Source: an optimization exercise on an open RTL-to-GDS flow (aim: small area, a short achievable clock period and few clock cycles). Production flows keep margins and buffers that such runs may drop.
Where RTL was checked, it was by simulation tests only, not by an equivalence proof against the original.
Only the layout flow was run in runs 1 and 2; the RTL was not checked for function there.
No activity file was given, so power comes from the tool's default toggle rates.

==> flow/design.v <==
package segmax_pkg;
   localparam int DATA_W_DEF = 32;
endpackage
module segmax_gt
#(
   parameter int DATA_W = segmax_pkg::DATA_W_DEF
) (
   input  logic [DATA_W-1:0] a_i,
   input  logic [DATA_W-1:0] b_i,
   output logic              gt_o
);
   localparam int LV = (DATA_W <= 2) ? 1 : (DATA_W <= 4) ? 2 : (DATA_W <= 8) ? 3 :
                       (DATA_W <= 16) ? 4 : (DATA_W <= 32) ? 5 : 6;
   logic [DATA_W-1:0] g [LV+1];
   logic [DATA_W-1:0] p [LV+1];
   for (genvar i = 0; i < DATA_W; i++) begin : g_bit
      if (i == DATA_W-1) begin : g_sign
         assign g[0][i] = !a_i[i] && b_i[i];
         assign p[0][i] = !a_i[i] || b_i[i];
      end else begin : g_mag
         assign g[0][i] = a_i[i] && !b_i[i];
         assign p[0][i] = a_i[i] || !b_i[i];
      end
   end
   for (genvar l = 0; l < LV; l++) begin : g_lvl
      localparam int N = DATA_W >> (l + 1);
      for (genvar j = 0; j < N; j++) begin : g_node
         assign g[l+1][j] = g[l][2*j+1] || (p[l][2*j+1] && g[l][2*j]);
         assign p[l+1][j] = p[l][2*j+1] && p[l][2*j];
      end
      for (genvar j = N; j < DATA_W; j++) begin : g_pad
         assign g[l+1][j] = 1'b0;
         assign p[l+1][j] = 1'b0;
      end
   end
   assign gt_o = g[LV][0];
endmodule
module segmax_tree
#(
   parameter int DATA_W = segmax_pkg::DATA_W_DEF
) (
   input  logic [DATA_W-1:0] a_i,
   input  logic [DATA_W-1:0] b_i,
   output logic [DATA_W-1:0] max_o
);
   logic gt;
   segmax_gt #(.DATA_W(DATA_W)) u_gt (.a_i(a_i), .b_i(b_i), .gt_o(gt));
   assign max_o = gt ? a_i : b_i;
endmodule
module segmax_stream
#(
   parameter int DATA_W = segmax_pkg::DATA_W_DEF,
   parameter int LANES  = 8,
   parameter int CNT_W  = 16
) (
   input  logic                    clk,
   input  logic                    rst,
   input  logic [1:0]              seg_mode,
   input  logic                    in_valid,
   output logic                    in_ready,
   input  logic [LANES*DATA_W-1:0] in_data,
   input  logic                    in_last,
   output logic                    out_valid,
   input  logic                    out_ready,
   output logic [LANES*DATA_W-1:0] out_max,
   output logic [CNT_W-1:0]        out_beats
);
   logic                  in_row_q, out_valid_q, stall, accept, first;
   logic                  m2_q, m4_q, m2, m4;         
   logic                  v1_q, first1_q, last1_q, two1_q, four1_q, one1;
   logic [DATA_W-1:0]     lane  [8];
   logic [DATA_W-1:0]     p     [4];
   logic [DATA_W-1:0]     p_q   [4];
   logic [DATA_W-1:0]     acc_q [4];
   logic [CNT_W-1:0]      cnt_q;
   logic                  upd;
   logic                  g10, g20, g30, g21, g31, g32;
   logic                  a0, a1, a2, a3, b1, b2, b3, c2, d3;
   logic                  s00, s01, s02, s03, s11, s12, s13, s22, s33;
   assign stall     = out_valid_q && !out_ready;
   assign in_ready  = !stall;
   assign accept    = in_valid && !stall;
   assign first     = !in_row_q;
   assign m2        = first ? (seg_mode == 2'd1) : m2_q;
   assign m4        = first ? (seg_mode == 2'd2) : m4_q;
   for (genvar i = 0; i < 8; i++) begin : g_lane
      assign lane[i] = in_data[i*DATA_W +: DATA_W];
   end
   for (genvar i = 0; i < 4; i++) begin : g_p
      segmax_tree #(.DATA_W(DATA_W)) u_p (.a_i(lane[2*i]), .b_i(lane[2*i+1]), .max_o(p[i]));
   end
   always_ff @(posedge clk) begin
      if (!stall) begin
         first1_q <= first;
         last1_q  <= in_last;
         two1_q   <= m2;
         four1_q  <= m4;
         for (int i = 0; i < 4; i++) p_q[i] <= p[i];
         if (accept && first) begin
            m2_q <= m2;
            m4_q <= m4;
         end
      end
   end
   segmax_gt #(.DATA_W(DATA_W)) u_g10 (.a_i(p_q[1]), .b_i(p_q[0]),   .gt_o(g10));
   segmax_gt #(.DATA_W(DATA_W)) u_g20 (.a_i(p_q[2]), .b_i(p_q[0]),   .gt_o(g20));
   segmax_gt #(.DATA_W(DATA_W)) u_g30 (.a_i(p_q[3]), .b_i(p_q[0]),   .gt_o(g30));
   segmax_gt #(.DATA_W(DATA_W)) u_g21 (.a_i(p_q[2]), .b_i(p_q[1]),   .gt_o(g21));
   segmax_gt #(.DATA_W(DATA_W)) u_g31 (.a_i(p_q[3]), .b_i(p_q[1]),   .gt_o(g31));
   segmax_gt #(.DATA_W(DATA_W)) u_g32 (.a_i(p_q[3]), .b_i(p_q[2]),   .gt_o(g32));
   segmax_gt #(.DATA_W(DATA_W)) u_a0  (.a_i(p_q[0]), .b_i(acc_q[0]), .gt_o(a0));
   segmax_gt #(.DATA_W(DATA_W)) u_a1  (.a_i(p_q[1]), .b_i(acc_q[0]), .gt_o(a1));
   segmax_gt #(.DATA_W(DATA_W)) u_a2  (.a_i(p_q[2]), .b_i(acc_q[0]), .gt_o(a2));
   segmax_gt #(.DATA_W(DATA_W)) u_a3  (.a_i(p_q[3]), .b_i(acc_q[0]), .gt_o(a3));
   segmax_gt #(.DATA_W(DATA_W)) u_b1  (.a_i(p_q[1]), .b_i(acc_q[1]), .gt_o(b1));
   segmax_gt #(.DATA_W(DATA_W)) u_b2  (.a_i(p_q[2]), .b_i(acc_q[1]), .gt_o(b2));
   segmax_gt #(.DATA_W(DATA_W)) u_b3  (.a_i(p_q[3]), .b_i(acc_q[1]), .gt_o(b3));
   segmax_gt #(.DATA_W(DATA_W)) u_c2  (.a_i(p_q[2]), .b_i(acc_q[2]), .gt_o(c2));
   segmax_gt #(.DATA_W(DATA_W)) u_d3  (.a_i(p_q[3]), .b_i(acc_q[3]), .gt_o(d3));
   assign one1 = !two1_q && !four1_q;
   assign upd  = v1_q && !stall;
   assign s00 = (first1_q || a0) && (four1_q || (!g10 && (two1_q || (!g20 && !g30))));
   assign s01 = (first1_q || a1) && !four1_q && g10 && (two1_q || (!g21 && !g31));
   assign s02 = (first1_q || a2) && one1 && g20 && g21 && !g32;
   assign s03 = (first1_q || a3) && one1 && g30 && g31 && g32;
   assign s11 = (first1_q || b1) && four1_q;
   assign s12 = (first1_q || b2) && two1_q && !g32;
   assign s13 = (first1_q || b3) && two1_q && g32;
   assign s22 = (first1_q || c2) && four1_q;
   assign s33 = (first1_q || d3) && four1_q;
   always_ff @(posedge clk) begin
      if (upd) begin
         if (s00 || s01 || s02 || s03)
            acc_q[0] <= ({DATA_W{s00}} & p_q[0]) | ({DATA_W{s01}} & p_q[1]) |
                        ({DATA_W{s02}} & p_q[2]) | ({DATA_W{s03}} & p_q[3]);
         if (s11 || s12 || s13 || first1_q)
            acc_q[1] <= ({DATA_W{s11}} & p_q[1]) | ({DATA_W{s12}} & p_q[2]) |
                        ({DATA_W{s13}} & p_q[3]);
         if (s22 || first1_q) acc_q[2] <= {DATA_W{four1_q}} & p_q[2];
         if (s33 || first1_q) acc_q[3] <= {DATA_W{four1_q}} & p_q[3];
         if (first1_q)          cnt_q <= CNT_W'(1);
         else if (!(&cnt_q))    cnt_q <= cnt_q + 1'b1;
      end
   end
   for (genvar k = 0; k < 4; k++) begin : g_out
      assign out_max[k*DATA_W +: DATA_W] = acc_q[k];
   end
   assign out_max[LANES*DATA_W-1:4*DATA_W] = '0;
   assign out_valid = out_valid_q;
   assign out_beats = cnt_q;
   always_ff @(posedge clk) begin
      if (rst) begin
         in_row_q    <= 1'b0;
         v1_q        <= 1'b0;
         out_valid_q <= 1'b0;
      end else if (!stall) begin
         if (accept) in_row_q <= !in_last;
         v1_q        <= accept;
         out_valid_q <= v1_q && last1_q;
      end
   end
endmodule
==> flow/flow/run.sh <==
#!/bin/bash
# The standard layout, with plain buffers on the ports instead of delay cells.
# make's full output goes to standard.log; each ORFS step logs under orfs/logs.
export BUFFER_PORTS_ARGS="-buffer_cell sky130_fd_sc_hd__buf_1"
bash standard.sh finish > standard.log 2>&1
==> flow/standard.sh <==
#!/bin/bash
# synth_recipe.tcl (not shown) runs the flow's synth.tcl, then flattens the netlist and writes it again
# the make line also repeats each setting of config.mk as NAME=value (left out here)
make -C /OpenROAD-flow-scripts/flow DESIGN_CONFIG=/design/flow/config.mk WORK_HOME=/design/flow/orfs CLKGATE_MAP_FILE= SYNTH_SCRIPT=/design/flow/synth_recipe.tcl "${@:-finish}"
==> flow/config.mk <==
export PLATFORM = sky130hd
export DESIGN_NAME = segmax_stream
export DESIGN_NICKNAME = segmax_stream
export VERILOG_FILES = /design/flow/design.v
export SDC_FILE = /design/flow/constraint.sdc
export NUM_CORES = 4
export LEC_CHECK = 0
export ABC_AREA = 1
export CAP_MARGIN = 20
export CORE_MARGIN = 2
export CORE_UTILIZATION = 40
export SETUP_SLACK_MARGIN = 5
export SLEW_MARGIN = 20
==> flow/constraint.sdc <==
create_clock -name core_clock -period 10.0 [get_ports {clk}]
set_input_delay 2.0000 -clock core_clock [delete_from_list [all_inputs] [get_ports {clk}]]
set_output_delay 2.0000 -clock core_clock [all_outputs]
set_load 0.01 [all_outputs]
==> qor.yml, run 1 <==
clock_tree:
  clk_pin_slew_ps: 50
  post_cts_resized: 0
  clock_sinks: 281
  clockBufferDepth: 3
  numCtsBuffers: 38
  cts.htree.levels: 2
  cts_tree: "yes"
  holdBufCountCts: 0
  cts_setup_buffers: 0
  clockRootBuffer: "clkbuf_16"
  clkLatencyLatePin_ps: 560
die:
  ioPinCount: 537
  die_area_um2: 62500
  die_h_um: 250
  core_um2: 60100
  rows: 90
  die_x_um: 250
  start_util: 0.403
critical_path:
  reg2reg_setup_slack_ps: 5840
  crit_slowest_cell: "clkinvlp_4"
  critPathCaptureType: "output port"
  crit_family: "buffers and inverters"
  worstSetupPathType: "primary input to output port"
  cp_max_fo: 10
  required_ps: 8000
  crit_buf_inv: 3
  path_cells: "buf_1, nor2_4, clkinvlp_4, buf_1"
  startpoint_type: "primary input"
  crit_top_cell: "buf_1"
  slowest_delay_ps: 220
  cp.arrival_ps: 2620
  r2r-end: "acc_q[0][1]$_DFFE_PP_"
  reg2reg_depth: 13
  crit-reg2reg-launch: "p_q[2][31]$_DFFE_PN_"
yosys:
  synth_cell_types: 53
  syn_area_per_cell_um2: 6.52
  yosysTopAreaCellShare: 0.345
  syn_area_um2: 24200
  synthCells: 3711
  synth_seq_cells: 281
  synthTopCellsByArea: "edfxtp_1 34%, nand2_1 17%, inv_1 7.2%"
  synth_ff_type: "edfxtp_1"
  ys_seq_area_frac: 0.347
  postSynth.asyncResetShare: 0
  yosys.area.top_type: "edfxtp_1"
  synth.most_common_cell: "nand2_1"
  synth_edf_count: 278
  yosysWarnings: 11
  synthTopCellsByCount: "1,078 x nand2_1, 465 x inv_1, 325 x nor2_1"
route:
  first_iter_violations: 2567
  via_per_inst: 5.40
  wl_per_cell_um: 19.5
  drtPass1Iterations: 6
  drtAntennaViolNets: 0
  drc: 0
  drt-total-wl_um: 94200
  vias: 26100
timing:
  maxSlewViolCount: 0
  setup_tns_ps: 0
  rsz0062_at_grt: "false"
  skew_ps: 20.1
  hold_viol_final: 0
  fmax_mhz: 216
  finalCriticalPeriod_ps: 4620
  tightest_slew_ps: 1050
  max_slew_margin: 0.298
  setup_viol: 0
  finalCritPeriodShare: 0.462
  worst_slack_ps: 5380
placed_design:
  hpwl_um: 75300
  finalWeightedCongestion: 0.963
  dp_slack_ps: 5320
  io_buffers: 408
power:
  p_per_area_nw_per_um2: 190
  power_leakage_nw: 12.5
  ir_drop_mv: 0.0987
  p_total_mw: 5.11
grt:
  grt_pass1_wl_um: 139000
  overflow: 0
  antenna_found_initial: 3
  grt_usage: 0.291
  grt_max_degree: 72
  grt_pass1_vias: 23000
layout:
  multi_input_area_um2: 12500
  seqCellArea_um2: 8410
  final_nets: 4289
  num-fill-cells: 6459
  layout-drive-gt1-share: 0.0533
  area_growth_pct: 11.2
min_path:
  whs_path_depth: 2
  hold_path.class: "flip-flop to flip-flop"
  hold_end: "out_valid_q$_SDFFE_PP0N_"
  min_from: "v1_q$_SDFFE_PP0N_"
flow_run:
  maxCapViolCount: 0
outcome:
  outcome: "no timing/DRC/antenna violations"
[final cells by class]
type	instances	area share
well taps	782	0.0364
flip-flops and latches	281	0.312
multi-input cells	2720	0.464
repair buffers	427	0.0642
clock buffers	49	0.0377
clock inverters	18	0.00758
diodes	3	0.000279
inverters	557	0.0778
[cell usage in the layout (no fill, tap or decap), types with 84 or more instances in the layout]
cell      count
a21oi_1     199
buf_1       408
conb_1      128
edfxtp_1    278
inv_1       464
inv_2        89
nand2_1    1075
nand3_1     314
nand4_1      84
nor2_1      323
o21ai_0     199
o22ai_1     133
[through the flow]
step | hold WS [ps] | utilization | std cells | area (um^2)
after floorplan | 444 | - | 3838 | 24700
after global placement | 472 | 0.426 | 4764 | 25600
after detailed placement | 472 | 0.426 | 4765 | 25600
after CTS | 476 | 0.446 | 4832 | 26800
after global routing | 519 | 0.448 | 4837 | 26900
final | 476 | 0.448 | 4837 | 26900
[metal layers]
metal / GRT usage / share of wire / vias up / routed length, um
li1: - / - / 12700 / -
met1: 0.423 / 0.44 / 12000 / 41800
met2: 0.446 / 0.43 / 1270 / 40800
met3: 0.0459 / 0.096 / 130 / 9030
met4: 0.0782 / 0.028 / 0 / 2610
met5: 0 / 0 / - / 0
[worst reg2reg max path: cells and delay by family (launching register included)]
family,cells,cell delay [ps]
simple gates,10,2580
flops,1,820
buf+inv,2,260
compound gates,1,110
[registers in the layout, indices dropped and copies added, names as in the netlist]
register / flops
four1_q: 1
last1_q: 1
v1_q: 1
m4_q: 1
acc_q: 128
m2_q: 1
cnt_q: 16
in_row_q: 1
first1_q: 1
out_valid_q: 1
two1_q: 1
p_q: 128
[kinds of logic (layout without fill, tap and decap cells)]
group / Yosys count / in the layout / synth area share
DFF: 281 / 281 / 0.347
AOI/OAI and AO/OA: 705 / 705 / 0.165
and+or+nand+nor: 1885 / 1885 / 0.327
buffers and inverters: 837 / 1051 / 0.160
other: 1 / 131 / 0.000155
adders and majority gates: 1 / 1 / 0.000517
xor gates and xnor gates: 1 / 1 / 0.000362
[how the worst max path moves through the flow]
stage	depth (start not counted)	startpoint	endpoint	slack (ps)
after floorplan	2	out_ready	in_ready	4350
after global placement	4	out_ready	in_ready	5340
after detailed placement	4	out_ready	in_ready	5320
after CTS	4	out_ready	in_ready	5320
after global routing	4	out_ready	in_ready	5300
final	4	out_ready	in_ready	5380
[report_power, final]
| group | leakage (nW) | switching (mW) | internal [mW] |
|---|---|---|---|
| Clock | 0.587 | 0.546 | 0.820 |
| Combinational | 9.07 | 1.29 | 0.570 |
| Sequential | 2.81 | 0.373 | 1.51 |
| Total | 12.5 | 2.21 | 2.90 |
==> inputs of run 2 (changes only) <==
==> flow/flow/run.sh (replaced) <==
#!/bin/bash
# The standard layout, with plain buffers on the ports instead of delay cells,
# and timing repair aiming a little further below the clock period.
# make's full output goes to standard.log; each ORFS step logs under orfs/logs.
export BUFFER_PORTS_ARGS="-buffer_cell sky130_fd_sc_hd__buf_1"
bash standard.sh SETUP_SLACK_MARGIN=5.6 finish > standard.log 2>&1
==> run 2 against run 1 <==
  * Critical endpoint unchanged
  * Largest cell class unchanged
  * Sequential power barely moved
  * Register-to-register slack barely moved
  * Worst hold slack improved by 12 ps
  * Critical path depth did not move
  * Sequential share of layout area fell by 0.085 points
  * Synthesized cell count did not move
  * Highest routed layer is now met5
  * Critical path type unchanged
  * Largest power group unchanged
  * First-iteration DRC count fell by 1.5%
==> qor.yml, run 2 <==
yosys:
  syn_area_um2: 24200  # unchanged
  yosys.area.top_type: "edfxtp_1"  # unchanged
  synthCells: 3711  # unchanged
  syn_area_per_cell_um2: 6.52  # unchanged
  synth_cell_types: 53  # unchanged
  ys_seq_area_frac: 0.347  # unchanged
  synthTopCellsByArea: "edfxtp_1 34%, nand2_1 17%, inv_1 7.2%"  # unchanged
  synth_ff_type: "edfxtp_1"  # unchanged
  synth.most_common_cell: "nand2_1"  # unchanged
  yosysTopAreaCellShare: 0.345  # unchanged
  synthTopCellsByCount: "1,078 x nand2_1, 465 x inv_1, 325 x nor2_1"  # unchanged
  postSynth.asyncResetShare: 0  # unchanged
  yosysWarnings: 11  # unchanged
  synth_seq_cells: 281  # unchanged
  synth_edf_count: 278  # unchanged
route:
  drt-total-wl_um: 93400  # was 94,200 um
  drtPass1Iterations: 7  # was 6
  via_per_inst: 5.41  # was 5.40
  vias: 26200  # was 26,100
  wl_per_cell_um: 19.3  # was 19.5 um
  first_iter_violations: 2528  # was 2,567
  drtAntennaViolNets: 0  # unchanged
  drc: 0  # unchanged
timing:
  setup_tns_ps: 0  # unchanged
  setup_viol: 0  # unchanged
  skew_ps: 31.9  # was 20.1 ps
  fmax_mhz: 223  # was 216 MHz
  finalCritPeriodShare: 0.449  # was 0.462
  hold_viol_final: 0  # unchanged
  tightest_slew_ps: 1010  # was 1050 ps
  max_slew_margin: 0.324  # was 0.298
  finalCriticalPeriod_ps: 4490  # was 4620 ps
  maxSlewViolCount: 0  # unchanged
  worst_slack_ps: 5510  # was 5380 ps
  rsz0062_at_grt: "true"  # was false
critical_path:
  worstSetupPathType: "primary input to output port"  # unchanged
  critPathCaptureType: "output port"  # unchanged
  cp_max_fo: 2  # was 10
  cp.arrival_ps: 2490  # was 2620 ps
  required_ps: 8000  # about the same
  startpoint_type: "primary input"  # unchanged
placed_design:
  dp_slack_ps: 5190  # was 5320 ps
  finalWeightedCongestion: 0.983  # was 0.963
  io_buffers: 408  # unchanged
  hpwl_um: 74400  # was 75,300 um
die:
  die_h_um: 250  # unchanged
  die_x_um: 250  # unchanged
  ioPinCount: 537  # unchanged
  core_um2: 60100  # unchanged
  start_util: 0.403  # unchanged
  die_area_um2: 62500  # unchanged
  rows: 90  # unchanged
clock_tree:
  clockBufferDepth: 3  # unchanged
  cts.htree.levels: 2  # unchanged
  clk_pin_slew_ps: 60  # was 50 ps
  holdBufCountCts: 0  # unchanged
  clockRootBuffer: "clkbuf_16"  # unchanged
  clkLatencyLatePin_ps: 580  # was 560 ps
  numCtsBuffers: 38  # unchanged
  cts_tree: "yes"  # unchanged
  clock_sinks: 281  # unchanged
power:
  power_leakage_nw: 12.5  # about the same
  ir_drop_mv: 0.104  # was 0.0987 mV
  p_total_mw: 5.15  # was 5.11 mW
  p_per_area_nw_per_um2: 191  # was 190 nW/um^2
layout:
  layout-drive-gt1-share: 0.0560  # was 0.0533
  area_growth_pct: 11.5  # was 11.2%
  num-fill-cells: 6480  # was 6,459
  reg.largest.list: "acc_q (128), p_q (128), cnt_q (16)"  # unchanged
  mostFrequentLayoutCells: "1,075 x nand2_1, 464 x inv_1, 406 x buf_1"  # was 1,075 x nand2_1, 464 x inv_1, 408 x buf_1
  final_nets: 4290  # was 4,289
  final_common_cell: "nand2_1"  # unchanged
min_path:
  hold_path.class: "flip-flop to flip-flop"  # unchanged
flow_run:
  maxCapViolCount: 0  # unchanged
grt:
  grt_usage: 0.289  # was 0.291
  antenna_found_initial: 5  # was 3
  grt_pass1_vias: 23300  # was 23,000
  overflow: 0  # unchanged
  grt_pass1_wl_um: 139000  # unchanged
  grt_max_degree: 71  # was 72
outcome:
  outcome: "no timing/DRC/antenna violations"  # unchanged
## run 2: worst paths after layout
check | end | slack [ps] | cells past startpoint | startpoint
setup / recovery | in_ready | 5510 | 4 | out_ready
hold / removal | out_valid_q$_SDFFE_PP0N_ | 490 | 2 | v1_q$_SDFFE_PP0N_
setup reg to reg | acc_q[0][2]$_DFFE_PP_ | 5840 | 14 | p_q[3][29]$_DFFE_PN_
hold reg to reg | out_valid_q$_SDFFE_PP0N_ | 490 | 2 | v1_q$_SDFFE_PP0N_
## run 2: kinds of logic (layout without fill, tap and decap cells)
logic type,after synthesis,in the layout,share of synthesized area
adders and majority gates,1,1,0.000517
buffers and inverters,837,1055,0.160
AOI/OAI and AO/OA,705,705,0.165
other,1,131,0.000155
DFF,281,281,0.347
and+or+nand+nor,1885,1885,0.327
xor gates and xnor gates,1,1,0.000362
## run 2: per-stage QoR
stage / hold slack, ps / area (um^2) / cells / util
6_report: 488 / 27000 / 4841 / 0.449
5_1_grt: 523 / 27000 / 4841 / 0.449
4_1_cts: 489 / 26900 / 4836 / 0.448
3_5_place_dp: 479 / 25600 / 4764 / 0.426
3_3_place_gp: 469 / 25600 / 4763 / 0.426
2_1_floorplan: 444 / 24700 / 3838 / -
## run 2: per-layer routing
metal | wire, um | part of all wire | GRT usage
met1 | 41200 | 0.44 | 0.415
met2 | 40900 | 0.44 | 0.448
met3 | 8920 | 0.095 | 0.0454
met4 | 2410 | 0.026 | 0.0828
met5 | 30 | 0.00032 | 0
## run 2: layout make-up
cell class	count	area, um^2	share of cell area
Multi-Input combinational cell	2720	12500	0.462
Sequential cell	281	8410	0.312
Inverter	557	2090	0.0776
Timing Repair Buffer	428	1740	0.0644
Clock buffer	43	991	0.0367
Tap cell	782	978	0.0363
Clock inverter	27	290	0.0108
Antenna cell	3	7.51	0.000278
## run 2: worst max-delay path, stage by stage
cell and delay (ps):
buf_6 90, nor2_4 120, clkinvlp_4 130, buf_6 140
## run 2: report_power, final
group          internal, mW  switching (mW)
logic                 0.568            1.27
clock network         0.847           0.577
registers              1.51           0.372
total                  2.93            2.22
## run 2: timing repair
action,4_1_cts,5_1_grt
setup buffers,2,1
resized for setup,0,6
pin swaps,0,2
endpoints found under the setup margin,1,7
==> inputs of run 3 (changes only) <==
--- a/flow/design.v
+++ b/flow/design.v
@@ -73,9 +73,10 @@
    logic [DATA_W-1:0]     p_q   [4];
    logic [DATA_W-1:0]     acc_q [4];
    logic [CNT_W-1:0]      cnt_q;
-   logic                  upd;
+   logic                  upd, load1;
+   logic [DATA_W-1:0]     acc_cmp [4];
    logic                  g10, g20, g30, g21, g31, g32;
-   logic                  a0, a1, a2, a3, b1, b2, b3, c2, d3;
+   logic [3:0]            x;
    logic                  s00, s01, s02, s03, s11, s12, s13, s22, s33;
    assign stall     = out_valid_q && !out_ready;
    assign in_ready  = !stall;
@@ -89,45 +90,44 @@
    for (genvar i = 0; i < 4; i++) begin : g_p
       segmax_tree #(.DATA_W(DATA_W)) u_p (.a_i(lane[2*i]), .b_i(lane[2*i+1]), .max_o(p[i]));
    end
+   assign load1 = !(stall && v1_q);
    always_ff @(posedge clk) begin
-      if (!stall) begin
+      if (load1) begin
          first1_q <= first;
          last1_q  <= in_last;
          two1_q   <= m2;
          four1_q  <= m4;
          for (int i = 0; i < 4; i++) p_q[i] <= p[i];
-         if (accept && first) begin
-            m2_q <= m2;
-            m4_q <= m4;
-         end
+      end
+      if (accept && first) begin
+         m2_q <= m2;
+         m4_q <= m4;
       end
    end
-   segmax_gt #(.DATA_W(DATA_W)) u_g10 (.a_i(p_q[1]), .b_i(p_q[0]),   .gt_o(g10));
-   segmax_gt #(.DATA_W(DATA_W)) u_g20 (.a_i(p_q[2]), .b_i(p_q[0]),   .gt_o(g20));
-   segmax_gt #(.DATA_W(DATA_W)) u_g30 (.a_i(p_q[3]), .b_i(p_q[0]),   .gt_o(g30));
-   segmax_gt #(.DATA_W(DATA_W)) u_g21 (.a_i(p_q[2]), .b_i(p_q[1]),   .gt_o(g21));
-   segmax_gt #(.DATA_W(DATA_W)) u_g31 (.a_i(p_q[3]), .b_i(p_q[1]),   .gt_o(g31));
-   segmax_gt #(.DATA_W(DATA_W)) u_g32 (.a_i(p_q[3]), .b_i(p_q[2]),   .gt_o(g32));
-   segmax_gt #(.DATA_W(DATA_W)) u_a0  (.a_i(p_q[0]), .b_i(acc_q[0]), .gt_o(a0));
-   segmax_gt #(.DATA_W(DATA_W)) u_a1  (.a_i(p_q[1]), .b_i(acc_q[0]), .gt_o(a1));
-   segmax_gt #(.DATA_W(DATA_W)) u_a2  (.a_i(p_q[2]), .b_i(acc_q[0]), .gt_o(a2));
-   segmax_gt #(.DATA_W(DATA_W)) u_a3  (.a_i(p_q[3]), .b_i(acc_q[0]), .gt_o(a3));
-   segmax_gt #(.DATA_W(DATA_W)) u_b1  (.a_i(p_q[1]), .b_i(acc_q[1]), .gt_o(b1));
-   segmax_gt #(.DATA_W(DATA_W)) u_b2  (.a_i(p_q[2]), .b_i(acc_q[1]), .gt_o(b2));
-   segmax_gt #(.DATA_W(DATA_W)) u_b3  (.a_i(p_q[3]), .b_i(acc_q[1]), .gt_o(b3));
-   segmax_gt #(.DATA_W(DATA_W)) u_c2  (.a_i(p_q[2]), .b_i(acc_q[2]), .gt_o(c2));
-   segmax_gt #(.DATA_W(DATA_W)) u_d3  (.a_i(p_q[3]), .b_i(acc_q[3]), .gt_o(d3));
+   assign acc_cmp[0] = acc_q[0];
+   assign acc_cmp[1] = four1_q ? acc_q[1] : acc_q[0];
+   assign acc_cmp[2] = four1_q ? acc_q[2] : two1_q ? acc_q[1] : acc_q[0];
+   assign acc_cmp[3] = four1_q ? acc_q[3] : two1_q ? acc_q[1] : acc_q[0];
+   segmax_gt #(.DATA_W(DATA_W)) u_g10 (.a_i(p_q[1]), .b_i(p_q[0]), .gt_o(g10));
+   segmax_gt #(.DATA_W(DATA_W)) u_g20 (.a_i(p_q[2]), .b_i(p_q[0]), .gt_o(g20));
+   segmax_gt #(.DATA_W(DATA_W)) u_g30 (.a_i(p_q[3]), .b_i(p_q[0]), .gt_o(g30));
+   segmax_gt #(.DATA_W(DATA_W)) u_g21 (.a_i(p_q[2]), .b_i(p_q[1]), .gt_o(g21));
+   segmax_gt #(.DATA_W(DATA_W)) u_g31 (.a_i(p_q[3]), .b_i(p_q[1]), .gt_o(g31));
+   segmax_gt #(.DATA_W(DATA_W)) u_g32 (.a_i(p_q[3]), .b_i(p_q[2]), .gt_o(g32));
+   for (genvar j = 0; j < 4; j++) begin : g_x
+      segmax_gt #(.DATA_W(DATA_W)) u_x (.a_i(p_q[j]), .b_i(acc_cmp[j]), .gt_o(x[j]));
+   end
    assign one1 = !two1_q && !four1_q;
    assign upd  = v1_q && !stall;
-   assign s00 = (first1_q || a0) && (four1_q || (!g10 && (two1_q || (!g20 && !g30))));
-   assign s01 = (first1_q || a1) && !four1_q && g10 && (two1_q || (!g21 && !g31));
-   assign s02 = (first1_q || a2) && one1 && g20 && g21 && !g32;
-   assign s03 = (first1_q || a3) && one1 && g30 && g31 && g32;
-   assign s11 = (first1_q || b1) && four1_q;
-   assign s12 = (first1_q || b2) && two1_q && !g32;
-   assign s13 = (first1_q || b3) && two1_q && g32;
-   assign s22 = (first1_q || c2) && four1_q;
-   assign s33 = (first1_q || d3) && four1_q;
+   assign s00 = (first1_q || x[0]) && (four1_q || (!g10 && (two1_q || (!g20 && !g30))));
+   assign s01 = (first1_q || x[1]) && !four1_q && g10 && (two1_q || (!g21 && !g31));
+   assign s02 = (first1_q || x[2]) && one1 && g20 && g21 && !g32;
+   assign s03 = (first1_q || x[3]) && one1 && g30 && g31 && g32;
+   assign s11 = (first1_q || x[1]) && four1_q;
+   assign s12 = (first1_q || x[2]) && two1_q && !g32;
+   assign s13 = (first1_q || x[3]) && two1_q && g32;
+   assign s22 = (first1_q || x[2]) && four1_q;
+   assign s33 = (first1_q || x[3]) && four1_q;
    always_ff @(posedge clk) begin
       if (upd) begin
          if (s00 || s01 || s02 || s03)
==> run 3 against run 2 <==
  * Worst hold slack gained 48 ps
  * Design area down 3.5%
  * Flip-flop and latch count did not move
  * Critical path type unchanged
==> qor.yml, run 3 <==
outcome:
  outcome: "no timing/DRC/antenna violations"  # unchanged
layout:
  final_nets: 4112  # was 4,290
  stdcell_count: 4640  # was 4,841
  seqCellArea_um2: 8410  # unchanged
  final_common_cell: "nand2_1"  # unchanged
  layout-drive-gt1-share: 0.0380  # was 0.0560
  multi_input_area_um2: 11900  # was 12,500 um^2
  reg.largest.list: "acc_q (128), p_q (128), cnt_q (16)"  # unchanged
  utilization: 0.452  # was 0.449
  num-fill-cells: 6082  # was 6,480
  mostFrequentLayoutCells: "1,215 x nand2_1, 461 x inv_1, 407 x buf_1"  # was 1,075 x nand2_1, 464 x inv_1, 406 x buf_1
  area_growth_pct: 11.9  # was 11.5%
yosys:
  synth.most_common_cell: "nand2_1"  # unchanged
  syn_area_um2: 23300  # was 24,200 um^2
  yosys.area.top_type: "edfxtp_1"  # unchanged
  postSynth.asyncResetShare: 0  # unchanged
  syn_area_per_cell_um2: 6.61  # was 6.52 um^2
  synthTopCellsByArea: "edfxtp_1 36%, nand2_1 20%, nand3_1 7.5%"  # was edfxtp_1 34%, nand2_1 17%, inv_1 7.2%
  synth_cell_types: 62  # was 53
  ys_seq_area_frac: 0.361  # was 0.347
  synth_ff_type: "edfxtp_1"  # unchanged
  synthTopCellsByCount: "1,218 x nand2_1, 462 x inv_1, 350 x nand3_1"  # was 1,078 x nand2_1, 465 x inv_1, 325 x nor2_1
  yosysWarnings: 13  # was 11
  synthCells: 3522  # was 3,711
  synth_seq_cells: 281  # unchanged
  yosysTopAreaCellShare: 0.359  # was 0.345
  synth_edf_count: 278  # unchanged
critical_path:
  cp_max_fo: 2  # unchanged
  startpoint_type: "primary input"  # unchanged
  critPathCaptureType: "output port"  # unchanged
  required_ps: 8000  # about the same
  worstSetupPathType: "primary input to output port"  # unchanged
  cp.arrival_ps: 2380  # was 2490 ps
placed_design:
  finalWeightedCongestion: 0.964  # was 0.983
  hpwl_um: 72000  # was 74,400 um
  io_buffers: 408  # unchanged
  placed_cells: 4566  # was 4,764
grt:
  grt_max_degree: 95  # was 71
  grt_usage: 0.292  # was 0.289
  antenna_found_initial: 2  # was 5
  grt_pass1_wl_um: 133000  # was 139,000 um
  overflow: 0  # unchanged
  grt_pass1_vias: 21900  # was 23,300
timing:
  hold_viol_final: 0  # unchanged
  rsz0062_at_grt: "false"  # was true
  finalCritPeriodShare: 0.438  # was 0.449
  skew_ps: 18.3  # was 31.9 ps
  setup_viol: 0  # unchanged
  fmax_mhz: 228  # was 223 MHz
  maxSlewViolCount: 0  # unchanged
  finalCriticalPeriod_ps: 4380  # was 4490 ps
  setup_tns_ps: 0  # unchanged
  max_slew_margin: 0.317  # was 0.324
  tightest_slew_ps: 1020  # was 1010 ps
die:
  rows: 88  # was 90
  die_x_um: 245  # was 250 um
  ioPinCount: 537  # unchanged
  die_h_um: 245  # was 250 um
  core_um2: 57600  # was 60,100 um^2
  start_util: 0.404  # was 0.403
  die_area_um2: 60100  # was 62,500 um^2
route:
  drtPass1Iterations: 8  # was 7
  drtAntennaViolNets: 0  # unchanged
  drt-total-wl_um: 91200  # was 93,400 um
  vias: 24700  # was 26,200
  first_iter_violations: 2619  # was 2,528
  wl_per_cell_um: 19.7  # was 19.3 um
  via_per_inst: 5.33  # was 5.41
  drc: 0  # unchanged
clock_tree:
  clockRootBuffer: "clkbuf_16"  # unchanged
  cts.htree.levels: 2  # unchanged
  clock_sinks: 281  # unchanged
  numCtsBuffers: 37  # was 38
  cts_tree: "yes"  # unchanged
  clkLatencyLatePin_ps: 560  # was 580 ps
  clockBufferDepth: 3  # unchanged
  clk_pin_slew_ps: 50  # was 60 ps
power:
  p_per_area_nw_per_um2: 184  # was 191 nW/um^2
  ir_drop_mv: 0.112  # was 0.104 mV
  power_leakage_nw: 12.3  # was 12.5 nW
flow_run:
  maxCapViolCount: 0  # unchanged
min_path:
  hold_path.class: "flip-flop to flip-flop"  # unchanged
==> run 3: cell types whose count changed in the layout (fill, tap and decap cells not counted), moves of 16 or more <==
cell     delta
nand3_1    +36
nor2_1    -100
inv_2      -80
o22ai_1    -57
a21oi_1   -106
nand4_1    +31
nand2_1   +140
o21ai_0    -16
==> run 3: report_power, final <==
part / total [mW] / switching [mW] / leakage [nW] / internal, mW
combinational: 1.69 / 1.16 / 8.88 / 0.524
sequential: 1.83 / 0.323 / 2.84 / 1.51
clock: 1.27 / 0.521 / 0.548 / 0.751
==> run 3: logic make-up (layout without fill, tap and decap cells) <==
family / after synthesis / in the layout / synth area share
xor+xnor: 3 / 3 / 0.00113
other cells: 1 / 132 / 0.000161
fa+ha+maj: 1 / 1 / 0.000537
simple gates: 1987 / 1989 / 0.363
compound gates: 497 / 497 / 0.122
flops: 281 / 281 / 0.361
mux: 1 / 1 / 0.000430
buf+inv: 751 / 971 / 0.151
==> run 3: worst paths after layout <==
| kind | from | end | slack [ps] | cells after the start |
|---|---|---|---|---|
| setup / recovery | out_ready | in_ready | 5620 | 4 |
| hold / removal | last1_q$_DFFE_PN_ | out_valid_q$_SDFFE_PP0N_ | 540 | 2 |
| setup reg to reg | four1_q$_DFFE_PN_ | acc_q[0][11]$_DFFE_PP_ | 5870 | 14 |
| hold reg to reg | last1_q$_DFFE_PN_ | out_valid_q$_SDFFE_PP0N_ | 540 | 2 |
==> run 3: area by class of cell <==
type / instances / share of cell area
Tap cell: 765 / 0.0367
Inverter: 474 / 0.0687
Clock inverter: 13 / 0.00461
Multi-Input combinational cell: 2619 / 0.458
Clock buffer: 49 / 0.0384
Antenna cell: 4 / 0.000384
Sequential cell: 281 / 0.323
Timing Repair Buffer: 435 / 0.0701
==> run 3: what timing repair did <==
action                     4_1_cts  5_1_grt
cloned                           2        1
setup endpoints to repair       65       97
resized for setup                7        6
hold buffers                     0        0
buffers inserted                 3        2
pin swaps                        3        4
==> run 3: per-stage QoR <==
stage / total power [mW] / setup WS [ps] / cell area (um^2) / hold WS [ps]
floorplan: 2.91 / 5740 / 23800 / 455
global placement: 3.46 / 5060 / 24700 / 513
detailed placement: 3.47 / 5020 / 24800 / 533
CTS: 4.76 / 5620 / 26000 / 548
global route: 5.07 / 5600 / 26000 / 565
finish: 4.79 / 5620 / 26100 / 536
==> run 3: critical path: stages <==
cell	delay [ps]
buf_1	100
nor2_4	120
inv_2	40
buf_2	130
==> run 3: layer usage <==
| metal | routed length, um | GRT usage | up-vias | part of all wire |
|---|---|---|---|---|
| met5 | 13 | 0 | - | 0.00014 |
| met4 | 2330 | 0.0818 | 2 | 0.026 |
| met3 | 9870 | 0.0678 | 124 | 0.11 |
| met2 | 38900 | 0.438 | 1242 | 0.43 |
| met1 | 40100 | 0.417 | 11300 | 0.44 |
| li1 | - | - | 12000 | - |
Testbench counts of run 3, summed over its fixed seeds: cycles 21,117.
==> inputs of run 4 (changes only) <==
==> flow/flow/run.sh (replaced) <==
#!/bin/bash
# The standard layout, with plain buffers on the ports instead of delay cells,
# and timing repair aiming a little further below the clock period.
# make's full output goes to standard.log; each ORFS step logs under orfs/logs.
export BUFFER_PORTS_ARGS="-buffer_cell sky130_fd_sc_hd__buf_1"
bash standard.sh SETUP_SLACK_MARGIN=6.0 finish > standard.log 2>&1
--- a/flow/config.mk
+++ b/flow/config.mk
@@ -5,7 +5,6 @@
 export SDC_FILE = /design/flow/constraint.sdc
 export NUM_CORES = 4
 export LEC_CHECK = 0
-export ABC_AREA = 1
 export CAP_MARGIN = 20
 export CORE_MARGIN = 2
 export CORE_UTILIZATION = 40
==> run 4 against run 3 <==
  * Still clean on timing, DRC and antenna
  * Setup slack got worse by 150 ps
  * Clock skew shrank 3.2 ps
  * Sequential share of layout area decreased by 1.4 points
  * Core utilization grew 4.4 points
  * Power increased by 1.0%
==> qor.yml, run 4 <==
outcome:
  outcome: "no timing/DRC/antenna violations"  # unchanged
timing:
  setup_viol: 0  # unchanged
  finalCritPeriodShare: 0.453  # was 0.438
  fmax_mhz: 221  # was 228 MHz
  skew_ps: 15.1  # was 18.3 ps
  setup_tns_ps: 0  # unchanged
  finalCriticalPeriod_ps: 4530  # was 4380 ps
  max_slew_margin: 0.325  # was 0.317
  rsz0062_at_grt: "true"  # was false
  hold_viol_final: 0  # unchanged
  holdWs_ps: 481  # was 536 ps
  maxSlewViolCount: 0  # unchanged
  tightest_slew_ps: 999  # was 1020 ps
layout:
  area_growth_pct: 23.2  # was 11.9%
  antenna_cells: 0  # was 4
  utilization: 0.497  # was 0.452
  num-fill-cells: 5149  # was 6,082
  final_common_cell: "buf_1"  # was nand2_1
  stdcell_count: 3528  # was 4,640
  final_nets: 3067  # was 4,112
  mostFrequentLayoutCells: "391 x buf_1, 278 x edfxtp_1, 245 x inv_1"  # was 1,215 x nand2_1, 461 x inv_1, 407 x buf_1
  layout-drive-gt1-share: 0.164  # was 0.0380
  reg.largest.list: "acc_q (128), p_q (128), cnt_q (16)"  # unchanged
die:
  die_x_um: 239  # was 245 um
  die_h_um: 239  # was 245 um
  ioPinCount: 537  # unchanged
  die_area_um2: 57200  # was 60,100 um^2
  rows: 86  # was 88
  core_um2: 54900  # was 57,600 um^2
  start_util: 0.403  # was 0.404
grt:
  antenna_found_initial: 1  # was 2
  grt_max_degree: 67  # was 95
  grt_usage: 0.321  # was 0.292
  grt_pass1_vias: 20400  # was 21,900
  grt_pass1_wl_um: 134000  # was 133,000 um
  overflow: 0  # unchanged
route:
  drtAntennaViolNets: 0  # unchanged
  vias: 21500  # was 24,700
  first_iter_violations: 2562  # was 2,619
  wl_per_cell_um: 27.6  # was 19.7 um
  via_per_inst: 6.09  # was 5.33
  drtPass1Iterations: 6  # was 8
  drc: 0  # unchanged
  drt-total-wl_um: 97400  # was 91,200 um
critical_path:
  required_ps: 10290  # was 8000 ps
  crit_slowest_cell: "mux2_4"  # was buf_2
  startpoint_type: "primary input"  # unchanged
  crit_buf_inv: 2  # was 3
  crit_top_cell: "maj3_2"
  path_cells: "buf_6, nor2b_4, maj3_2, maj3_2, o21ai_2, o211ai_1, a21o_1, maj3_2, o21ai_4, and2_4, buf_12, mux2_4"  # was buf_1, nor2_4, inv_2, buf_2
  cp_max_fo: 7  # was 2
  worstSetupPathType: "primary input to flip-flop"  # was primary input to output port
  slowest_delay_ps: 360  # was 130 ps
  critPathCaptureType: "flip-flop"  # was output port
  cp.arrival_ps: 4820  # was 2380 ps
  crit_family: "adder cells"  # was buffers and inverters
clock_tree:
  cts_tree: "yes"  # unchanged
  cts.htree.levels: 2  # unchanged
  holdBufCountCts: 0  # unchanged
  clockBufferDepth: 3  # unchanged
  numCtsBuffers: 35  # was 37
  clock_sinks: 281  # unchanged
  clockRootBuffer: "clkbuf_16"  # unchanged
  clkLatencyLatePin_ps: 560  # about the same
  clk_pin_slew_ps: 60  # was 50 ps
yosys:
  ys_seq_area_frac: 0.380  # was 0.361
  synthCells: 2361  # was 3,522
  synth_ff_type: "edfxtp_1"  # unchanged
  synth_seq_cells: 281  # unchanged
  synth_cell_types: 88  # was 62
  yosysTopAreaCellShare: 0.377  # was 0.359
  synth.most_common_cell: "edfxtp_1"  # was nand2_1
  postSynth.asyncResetShare: 0  # unchanged
  synthTopCellsByCount: "278 x edfxtp_1, 248 x inv_1, 192 x nor2_1"  # was 1,218 x nand2_1, 462 x inv_1, 350 x nand3_1
  syn_area_um2: 22100  # was 23,300 um^2
  synth_edf_count: 278  # unchanged
  synthTopCellsByArea: "edfxtp_1 38%, buf_4 4.7%, mux2_2 4.4%"  # was edfxtp_1 36%, nand2_1 20%, nand3_1 7.5%
  yosys.area.top_type: "edfxtp_1"  # unchanged
  syn_area_per_cell_um2: 9.37  # was 6.61 um^2
  yosysWarnings: 13  # unchanged
power:
  power_leakage_nw: 10.7  # was 12.3 nW
  clockPowerShare: 0.273  # was 0.265
  ir_drop_mv: 0.108  # was 0.112 mV
  power.switching_mw: 1.85  # was 2.01 mW
  internal_power_mw: 2.99  # was 2.79 mW
  power_switching_share: 0.382  # was 0.419
  comb_power_share: 0.361  # was 0.352
  p_per_area_nw_per_um2: 178  # was 184 nW/um^2
  p_total_mw: 4.84  # was 4.79 mW
  p_seq_frac: 0.366  # was 0.383
flow_run:
  maxCapViolCount: 0  # unchanged
placed_design:
  hpwl_um: 70700  # was 72,000 um
  finalWeightedCongestion: 0.957  # was 0.964
  io_buffers: 408  # unchanged
  placed_cells: 3372  # was 4,566
min_path:
  hold_path.class: "flip-flop to flip-flop"  # unchanged
run 4: cell types whose count changed in the layout (fill, tap and decap cells not counted), sizes merged, moves of 58 or more:
cell,before,now
a22oi,1,59
buf,434,516
inv,475,249
maj3,0,111
mux2,0,122
mux2i,1,88
nand2,1222,144
nand2b,0,75
nand3,356,51
nand4,115,11
o21ai,230,103
run 4: final timing paths:
path,start,endpoint,slack (ps),cells past startpoint
setup / recovery,in_data[198],p_q[3][0]$_DFFE_PN_,5470,12
hold / removal,v1_q$_SDFFE_PP0N_,out_valid_q$_SDFFE_PP0N_,480,2
setup reg to reg,p_q[1][0]$_DFFE_PN_,acc_q[0][22]$_DFFE_PP_,5960,11
hold reg to reg,v1_q$_SDFFE_PP0N_,out_valid_q$_SDFFE_PP0N_,480,2
run 4: tightest hold or removal path, cell delays in order (launching register included):
cell	delay (ps)
dfxtp_1	320
nand2_1	60
a21oi_1	60
run 4: what timing repair did:
action | CTS | global route
cloned | 12 | 7
endpoints found under the setup margin | 318 | 279
buffers inserted | 63 | 16
gates resized for setup | 123 | 119
pin swaps | 23 | 40
run 4: metal layers:
| metal | up-vias | track usage | part of all wire |
|---|---|---|---|
| met1 | 10600 | 0.401 | 0.39 |
| met4 | 2 | 0.129 | 0.042 |
| met2 | 1239 | 0.554 | 0.48 |
| li1 | 9432 | - | - |
| met5 | - | 0 | 0.00011 |
| met3 | 248 | 0.0509 | 0.086 |
run 4: cells by family after synthesis:
| kind of cell | synth area share |
|---|---|
| compound gates | 0.209 |
| simple gates | 0.135 |
| buf+inv | 0.116 |
| flops | 0.380 |
| mux | 0.102 |
| fa+ha+maj | 0.0517 |
| xor+xnor | 0.00475 |
| other cells | 0.000170 |
run 4: cell type report:
type / instances / area, um^2 / area share
Timing Repair Buffer: 529 / 3250 / 0.119
Multi-Input combinational cell: 1707 / 12600 / 0.463
Clock inverter: 15 / 200 / 0.00735
Inverter: 249 / 951 / 0.0349
Clock buffer: 43 / 948 / 0.0348
Tap cell: 704 / 881 / 0.0323
Sequential cell: 281 / 8410 / 0.309
run 4: stage by stage:
step,cell area (um^2),setup WS (ps)
after floorplan,23100,3570
after global placement,24000,4180
after detailed placement,24000,4160
after CTS,26500,5540
after global routing,27200,5440
final,27200,5470
run 4: power by group through the flow:
stage / Combinational [mW] / Clock (mW) / Sequential (mW)
floorplan: 1.10 / 0 / 1.61
global placement: 1.47 / 0 / 1.78
detailed placement: 1.48 / 0 / 1.78
CTS: 1.63 / 1.34 / 1.76
global route: 1.84 / 1.38 / 1.78
finish: 1.75 / 1.32 / 1.77
==> inputs of run 5 (changes only) <==
--- a/flow/config.mk
+++ b/flow/config.mk
@@ -5,6 +5,7 @@
 export SDC_FILE = /design/flow/constraint.sdc
 export NUM_CORES = 4
 export LEC_CHECK = 0
+export ABC_AREA = 1
 export CAP_MARGIN = 20
 export CORE_MARGIN = 2
 export CORE_UTILIZATION = 40
==> run 5 against run 4 <==
  * Still clean
  * Die area rose by 5.2%
  * Critical path depth decreased by 8
  * Clock skew up 1.3 ps
  * Worst hold slack gained 67 ps
  * Synthesized area up 5.3%
  * Sequential share of layout area rose by 1.2 points
  * Maximum frequency rose by 4.4%
  * Synthesized cell count rose by 49%
  * Global-route usage decreased by 3.1 points
  * Non-clock buffer count shrank 87
  * Cell count up 32%
  * Combinational power about the same
  * Critical path type is now primary input to output port
  * Largest cell class unchanged
==> qor.yml, run 5 <==
clock_tree:
  clockRootBuffer: "clkbuf_16"  # unchanged
  clockBufferDepth: 3  # unchanged
  cts_tree: "yes"  # unchanged
  clkLatencyLatePin_ps: 560  # about the same
  clk_pin_slew_ps: 50  # was 60 ps
  cts.htree.levels: 2  # unchanged
  clock_sinks: 281  # unchanged
  numCtsBuffers: 38  # was 35
yosys:
  synth_edf_count: 278  # unchanged
  yosysWarnings: 13  # unchanged
  synthTopCellsByCount: "1,218 x nand2_1, 462 x inv_1, 350 x nand3_1"  # was 278 x edfxtp_1, 248 x inv_1, 192 x nor2_1
  postSynth.asyncResetShare: 0  # unchanged
  ys_seq_area_frac: 0.361  # was 0.380
  synthCells: 3522  # was 2,361
  synth_cell_types: 62  # was 88
  synth.most_common_cell: "nand2_1"  # was edfxtp_1
  synth_ff_type: "edfxtp_1"  # unchanged
  yosys.area.top_type: "edfxtp_1"  # unchanged
  yosysTopAreaCellShare: 0.359  # was 0.377
  syn_area_per_cell_um2: 6.61  # was 9.37 um^2
  syn_area_um2: 23300  # was 22,100 um^2
  synth_seq_cells: 281  # unchanged
  synthTopCellsByArea: "edfxtp_1 36%, nand2_1 20%, nand3_1 7.5%"  # was edfxtp_1 38%, buf_4 4.7%, mux2_2 4.4%
timing:
  finalCriticalPeriod_ps: 4340  # was 4530 ps
  rsz0062_at_grt: "true"  # unchanged
  setup_tns_ps: 0  # unchanged
  hold_viol_final: 0  # unchanged
  holdWs_ps: 548  # was 481 ps
  maxSlewViolCount: 0  # unchanged
  finalCritPeriodShare: 0.434  # was 0.453
  fmax_mhz: 230  # was 221 MHz
  max_slew_margin: 0.337  # was 0.325
  setup_viol: 0  # unchanged
  skew_ps: 16.3  # was 15.1 ps
  tightest_slew_ps: 993  # was 999 ps
placed_design:
  io_buffers: 408  # unchanged
  hpwl_um: 71600  # was 70,700 um
  place_area_um2: 24800  # was 24,000 um^2
  finalWeightedCongestion: 0.973  # was 0.957
power:
  comb_power_share: 0.354  # was 0.361
  power.switching_mw: 2.05  # was 1.85 mW
  p_per_area_nw_per_um2: 185  # was 178 nW/um^2
  p_seq_frac: 0.377  # was 0.366
  clockPowerShare: 0.269  # was 0.273
  ir_drop_mv: 0.0967  # was 0.108 mV
  internal_power_mw: 2.81  # was 2.99 mW
  power_switching_share: 0.422  # was 0.382
  power_leakage_nw: 12.3  # was 10.7 nW
route:
  drtPass1Iterations: 7  # was 6
  first_iter_violations: 2862  # was 2,562
  wl_per_cell_um: 19.9  # was 27.6 um
  drc: 0  # unchanged
  vias: 25200  # was 21,500
  drtAntennaViolNets: 0  # unchanged
  drt-total-wl_um: 92500  # was 97,400 um
  via_per_inst: 5.41  # was 6.09
layout:
  layout-drive-gt1-share: 0.0404  # was 0.164
  stdcell_area_um2: 26200  # was 27,200 um^2
  area_growth_pct: 12.6  # was 23.2%
  final_common_cell: "nand2_1"  # was buf_1
  final_nets: 4124  # was 3,067
  mostFrequentLayoutCells: "1,216 x nand2_1, 461 x inv_1, 406 x buf_1"  # was 391 x buf_1, 278 x edfxtp_1, 245 x inv_1
  utilization: 0.455  # was 0.497
  reg.largest.list: "acc_q (128), p_q (128), cnt_q (16)"  # unchanged
  num-fill-cells: 6084  # was 5,149
critical_path:
  critPathCaptureType: "output port"  # was flip-flop
  cp.arrival_ps: 2340  # was 4820 ps
  worstSetupPathType: "primary input to output port"  # was primary input to flip-flop
  startpoint_type: "primary input"  # unchanged
  cp_max_fo: 2  # was 7
  required_ps: 8000  # was 10,290 ps
  reg2reg_setup_slack_ps: 6230  # was 5960 ps
die:
  ioPinCount: 537  # unchanged
  die_h_um: 245  # was 239 um
  die_x_um: 245  # was 239 um
  rows: 88  # was 86
  die_area_um2: 60100  # was 57,200 um^2
  core_um2: 57600  # was 54,900 um^2
  start_util: 0.404  # was 0.403
outcome:
  outcome: "no timing/DRC/antenna violations"  # unchanged
grt:
  grt.busiest_layer: "met2"  # unchanged
  grt_pass1_vias: 21900  # was 20,400
  grt_pass1_wl_um: 134000  # about the same
  antenna_found_initial: 1  # unchanged
  met2_usage: 0.436  # was 0.554
  grt_max_degree: 95  # was 67
  grt_usage: 0.290  # was 0.321
  overflow: 0  # unchanged
  grt_util_met3: 0.0570  # was 0.0509
  use_met1: 0.425  # was 0.401
flow_run:
  maxCapViolCount: 0  # unchanged
min_path:
  hold_path.class: "flip-flop to flip-flop"  # unchanged
-- run 5: changes by cell type after synthesis, moves of 35 or more --
| cell | delta |
|---|---|
| mux2_2 | -86 |
| mux2i_1 | -87 |
| nand2_1 | +1074 |
| nand4_1 | +104 |
| o21ai_0 | +85 |
| nor2b_1 | -57 |
| inv_1 | +214 |
| nand2b_1 | -75 |
| maj3_1 | -96 |
| nand3_1 | +299 |
| mux2_1 | -35 |
| a221o_1 | -39 |
| a22oi_1 | -58 |
| o21ai_1 | +44 |
-- run 5: stage by stage --
stage	total power [mW]	setup WS [ps]	std cells
after global placement	3.45	5160	4567
after CTS	4.80	5640	4642
after floorplan	2.91	5850	3649
after global routing	5.12	5650	4652
final	4.86	5660	4652
after detailed placement	3.46	5120	4568
-- run 5: power by group through the flow --
| stage | combinational [mW] | clock (mW) | sequential [mW] |
|---|---|---|---|
| 6_report | 1.72 | 1.31 | 1.83 |
| 5_1_grt | 1.92 | 1.37 | 1.84 |
| 4_1_cts | 1.66 | 1.33 | 1.81 |
| 3_5_place_dp | 1.63 | 0 | 1.83 |
| 3_3_place_gp | 1.62 | 0 | 1.83 |
| 2_1_floorplan | 1.25 | 0 | 1.66 |
-- run 5: logic make-up after synthesis --
| group | after synthesis | synth area share |
|---|---|---|
| AO/OA/AOI/OAI | 497 | 0.122 |
| XOR/XNOR | 3 | 0.00113 |
| adder cells (fa/ha/maj) | 1 | 0.000537 |
| buffers and inverters | 751 | 0.151 |
| flip-flops | 281 | 0.361 |
| multiplexers | 1 | 0.000430 |
| other | 1 | 0.000161 |
| AND/OR/NAND/NOR | 1987 | 0.363 |
-- run 5: critical path, stage by stage --
cell    delay [ps]
buf_6           90
nor2_4          80
inv_2           50
buf_6          110
-- run 5: path summary, 6_finish.rpt --
| kind | from | endpoint | cells past startpoint |
|---|---|---|---|
| worst max-delay path | out_ready | in_ready | 4 |
| worst min-delay path | last1_q$_DFFE_PN_ | out_valid_q$_SDFFE_PP0N_ | 2 |
| worst min register to register | last1_q$_DFFE_PN_ | out_valid_q$_SDFFE_PP0N_ | 2 |
| worst max register to register | p_q[2][15]$_DFFE_PN_ | acc_q[0][6]$_DFFE_PP_ | 16 |
-- run 5: metal layers --
layer | part of all wire | vias to the layer above
met5 | 0 | -
met4 | 0.024 | 0
met3 | 0.11 | 151
met2 | 0.43 | 1469
met1 | 0.44 | 11500
li1 | - | 12100
-- run 5: final cells by class --
cell class,instances,area [um^2],share of cell area
tap,765,957,0.0365
clock inverter,15,124,0.00473
antenna,1,2.50,0.0000955
clock buffer,51,1020,0.0389
sequential,281,8410,0.321
multi-input combinational,2623,12000,0.457
inverter,474,1800,0.0686
timing repair buffer,442,1910,0.0730
-- run 5: what timing repair did --
item,in CTS,in global routing
pin swaps,4,5
setup endpoints to repair,146,117
resized for setup,12,10
hold endpoints to repair,0,0
cloned,3,5
hold buffers,0,0
setup buffers,5,4
==> inputs of run 6 (changes only) <==
--- a/flow/config.mk
+++ b/flow/config.mk
@@ -8,6 +8,7 @@
 export ABC_AREA = 1
 export CAP_MARGIN = 20
 export CORE_MARGIN = 2
-export CORE_UTILIZATION = 40
+export CORE_UTILIZATION = 50
+export CTS_BUF_LIST = sky130_fd_sc_hd__clkbuf_4 sky130_fd_sc_hd__clkbuf_8
 export SETUP_SLACK_MARGIN = 5
 export SLEW_MARGIN = 20
==> run 6 against run 5 <==
  * Setup slack worse by 78 ps
  * Core utilization is 10 points higher
  * Worst hold slack better by 2.8 ps
  * Via count is 4.2% higher
  * Cell count is 3.0% lower
  * Wire length is 1.5% higher
  * Clock-buffer cell count is 9 higher
  * First-iteration DRC count is 29% higher
  * Flip-flop and latch count stayed put
  * Global-route usage is 8.3 points higher
  * Synthesized cell count stayed put
==> qor.yml, run 6 <==
route:
  vias: 26200  # was 25,200
  drt-met1-wl_um: 39500  # was 40,400 um
  wl_per_cell_um: 20.8  # was 19.9 um
  wl_met2_um: 38300  # was 39,700 um
  via_per_inst: 5.81  # was 5.41
  first_iter_violations: 3681  # was 2,862
  wl_met3_um: 13100  # was 10,100 um
  drt-total-wl_um: 93900  # was 92,500 um
  drtPass1Iterations: 7  # unchanged
  top_layer: "met4"  # unchanged
  drc: 0  # unchanged
  drtAntennaViolNets: 0  # unchanged
layout:
  seqCellArea_um2: 8410  # unchanged
  mostFrequentLayoutCells: "1,213 x nand2_1, 461 x inv_1, 406 x buf_1"  # was 1,216 x nand2_1, 461 x inv_1, 406 x buf_1
  utilization: 0.559  # was 0.455
  final_common_cell: "nand2_1"  # unchanged
  area_growth_pct: 11.1  # was 12.6%
  layout-drive-gt1-share: 0.0484  # was 0.0404
  multi_input_area_um2: 11900  # was 12,000 um^2
  stdcell_count: 4511  # was 4,652
  stdcell_area_um2: 25900  # was 26,200 um^2
  num-fill-cells: 4558  # was 6,084
  final_nets: 4128  # was 4,124
  reg.largest.list: "acc_q (128), p_q (128), cnt_q (16)"  # unchanged
clock_tree:
  cts.htree.levels: 2  # unchanged
  numCtsBuffers: 50  # was 38
  clockRootBuffer: "clkbuf_8"  # was clkbuf_16
  clock_sinks: 281  # unchanged
  clkLatencyLatePin_ps: 670  # was 560 ps
  cts_tree: "yes"  # unchanged
  clockBufferDepth: 3  # unchanged
  clk_pin_slew_ps: 60  # was 50 ps
die:
  ioPinCount: 537  # unchanged
  die_h_um: 220  # was 245 um
  die_x_um: 220  # was 245 um
  core_um2: 46300  # was 57,600 um^2
  rows: 79  # was 88
  die_area_um2: 48300  # was 60,100 um^2
  start_util: 0.503  # was 0.404
placed_design:
  io_buffers: 408  # unchanged
  place_area_um2: 24600  # was 24,800 um^2
  placed_cells: 4412  # was 4,568
  hpwl_um: 73100  # was 71,600 um
  finalWeightedCongestion: 0.994  # was 0.973
  dp_slack_ps: 4830  # was 5120 ps
yosys:
  synth_cell_types: 62  # unchanged
  postSynth.asyncResetShare: 0  # unchanged
  ys_seq_area_frac: 0.361  # unchanged
  yosysWarnings: 13  # unchanged
  synthSimpleGateAreaFrac: 0.363  # unchanged
  synth_ff_type: "edfxtp_1"  # unchanged
  synth_top_family_by_area: "simple AND/OR/NAND/NOR gates"  # unchanged
  synth_compound_area_frac: 0.122  # unchanged
  yosys.area.top_type: "edfxtp_1"  # unchanged
  synth_edf_count: 278  # unchanged
  synthTopCellsByArea: "edfxtp_1 36%, nand2_1 20%, nand3_1 7.5%"  # unchanged
  syn_area_per_cell_um2: 6.61  # unchanged
  synth.area.mux_share: 0.000430  # unchanged
  synthCells: 3522  # unchanged
  synthTopCellsByCount: "1,218 x nand2_1, 462 x inv_1, 350 x nand3_1"  # unchanged
  synth_xor_xnor_area_share: 0.00113  # unchanged
  synth.most_common_cell: "nand2_1"  # unchanged
  synth_seq_cells: 281  # unchanged
  yosysTopAreaCellShare: 0.359  # unchanged
  synth_adder_area_share: 0.000537  # unchanged
  syn_area_um2: 23300  # unchanged
grt:
  grt_usage: 0.373  # was 0.290
  grt_max_degree: 97  # was 95
  grt_pass1_vias: 23200  # was 21,900
  antenna_found_initial: 1  # unchanged
  grt_pass1_wl_um: 136000  # was 134,000 um
  overflow: 0  # unchanged
critical_path:
  critPathCaptureType: "output port"  # unchanged
  cp_max_fo: 2  # unchanged
  cp.arrival_ps: 2420  # was 2340 ps
  worstSetupPathType: "primary input to output port"  # unchanged
  startpoint_type: "primary input"  # unchanged
  required_ps: 8000  # about the same
min_path:
  hold_path.class: "flip-flop to flip-flop"  # unchanged
timing:
  holdWs_ps: 551  # was 548 ps
  skew_ps: 43.6  # was 16.3 ps
  fmax_mhz: 226  # was 230 MHz
  worst_slack_ps: 5580  # was 5660 ps
  maxSlewViolCount: 0  # unchanged
  rsz0062_at_grt: "true"  # unchanged
  hold_viol_final: 0  # unchanged
  finalCriticalPeriod_ps: 4420  # was 4340 ps
  setup_viol: 0  # unchanged
  max_slew_margin: 0.299  # was 0.337
  setup_tns_ps: 0  # unchanged
  finalCritPeriodShare: 0.442  # was 0.434
  tightest_slew_ps: 1050  # was 993 ps
flow_run:
  maxCapViolCount: 0  # unchanged
power:
  p_per_area_nw_per_um2: 188  # was 185 nW/um^2
  p_total_mw: 4.85  # was 4.86 mW
  ir_drop_mv: 0.109  # was 0.0967 mV
  power_leakage_nw: 12.3  # about the same
outcome:
  outcome: "no timing/DRC/antenna violations"  # unchanged
## run 6: routing by layer
| layer | vias to the layer above | track usage |
|---|---|---|
| met4 | 0 | 0.113 |
| met2 | 1853 | 0.533 |
| li1 | 12100 | - |
| met5 | - | 0 |
| met3 | 199 | 0.106 |
| met1 | 12100 | 0.543 |
## run 6: final cells by class
cell class	count	share of cell area
Antenna cell	1	0.0000967
Clock buffer	60	0.0302
Inverter	474	0.0694
Sequential cell	281	0.325
Tap cell	607	0.0294
Multi-Input combinational cell	2620	0.462
Timing Repair Buffer	437	0.0699
Clock inverter	31	0.0142
## run 6: what timing repair did
| action | in CTS | in global routing |
|---|---|---|
| gates resized for setup | 21 | 6 |
| setup buffers | 2 | 2 |
| cloned | 1 | 2 |
| hold buffers | 0 | 0 |
| endpoints found under the setup margin | 227 | 86 |
| pin swaps | 1 | 4 |
## run 6: final timing paths
check	slack, ps	from	cells past startpoint	endpoint
worst max register to register	6210	p_q[1][11]$_DFFE_PN_	18	acc_q[0][4]$_DFFE_PP_
worst min register to register	550	in_row_q$_SDFFE_PP0P_	2	in_row_q$_SDFFE_PP0P_
worst max-delay path	5580	out_ready	4	in_ready
worst min-delay path	550	in_row_q$_SDFFE_PP0P_	2	in_row_q$_SDFFE_PP0P_
## run 6: critical path: stages
cell    delay, ps
buf_6          90
nor2_4        140
inv_2          60
buf_6         120
## run 6: report_power, final
group | internal [mW] | switching [mW] | total, mW
sequential | 1.51 | 0.335 | 1.85
clock | 0.709 | 0.549 | 1.26
combinational | 0.523 | 1.23 | 1.75
## run 6: kinds of logic (layout without fill, tap and decap cells)
family                   count (synthesis)  count (layout)
other                                    1             129
buffers and inverters                  751            1002
AND/OR/NAND/NOR                       1987            1990
flip-flops                             281             281
adder cells (fa/ha/maj)                  1               1
multiplexers                             1               1
XOR/XNOR                                 3               3
AO/OA/AOI/OAI                          497             497

[what the ideal ports hide]
How much do the figures lean on ideal ports? The routed layouts below were timed once more, with nothing changed but the port constraints. Step 1: set_driving_cell puts a clkbuf_16 on clk and a buf_2 on each other input, an assumption about the parent block. Step 2, shift: input delay + t, output delay - t, t = (earliest + latest rising clock arrival at the registers) / 2. This alone moves slack from input paths to output paths. a / b / c = no drivers / after step 1 / after step 2; a / b = the first two.
| run | t, ns | setup slack, ns | hold WS [ns] | cell pins on the clock port's net |
|---|---|---|---|---|
| run 1 | 0.613 | 5.375 / 5.354 / 5.354 | 0.476 / 0.476 / 0.476 | 1 |
| run 2 | 0.622 | 5.507 / 5.474 / 5.362 | 0.488 / 0.488 / 0.488 | 1 |
| run 3 | 0.599 | 5.617 / 5.595 / 5.332 | 0.536 / 0.536 / 0.536 | 1 |
| run 4 | 0.615 | 5.468 / 5.497 / 4.882 | 0.481 / 0.481 / 0.481 | 1 |
| run 5 | 0.599 | 5.658 / 5.625 / 5.622 | 0.548 / 0.548 / 0.548 | 1 |
| run 6 | 0.701 | 5.580 / 5.549 / 5.442 | 0.551 / 0.551 / 0.551 | 1 |
After both steps setup and hold are still met in every run listed. The setup slack of run 4, which loses most, moves by +0.029 ns with the drivers and by -0.586 ns with both steps.
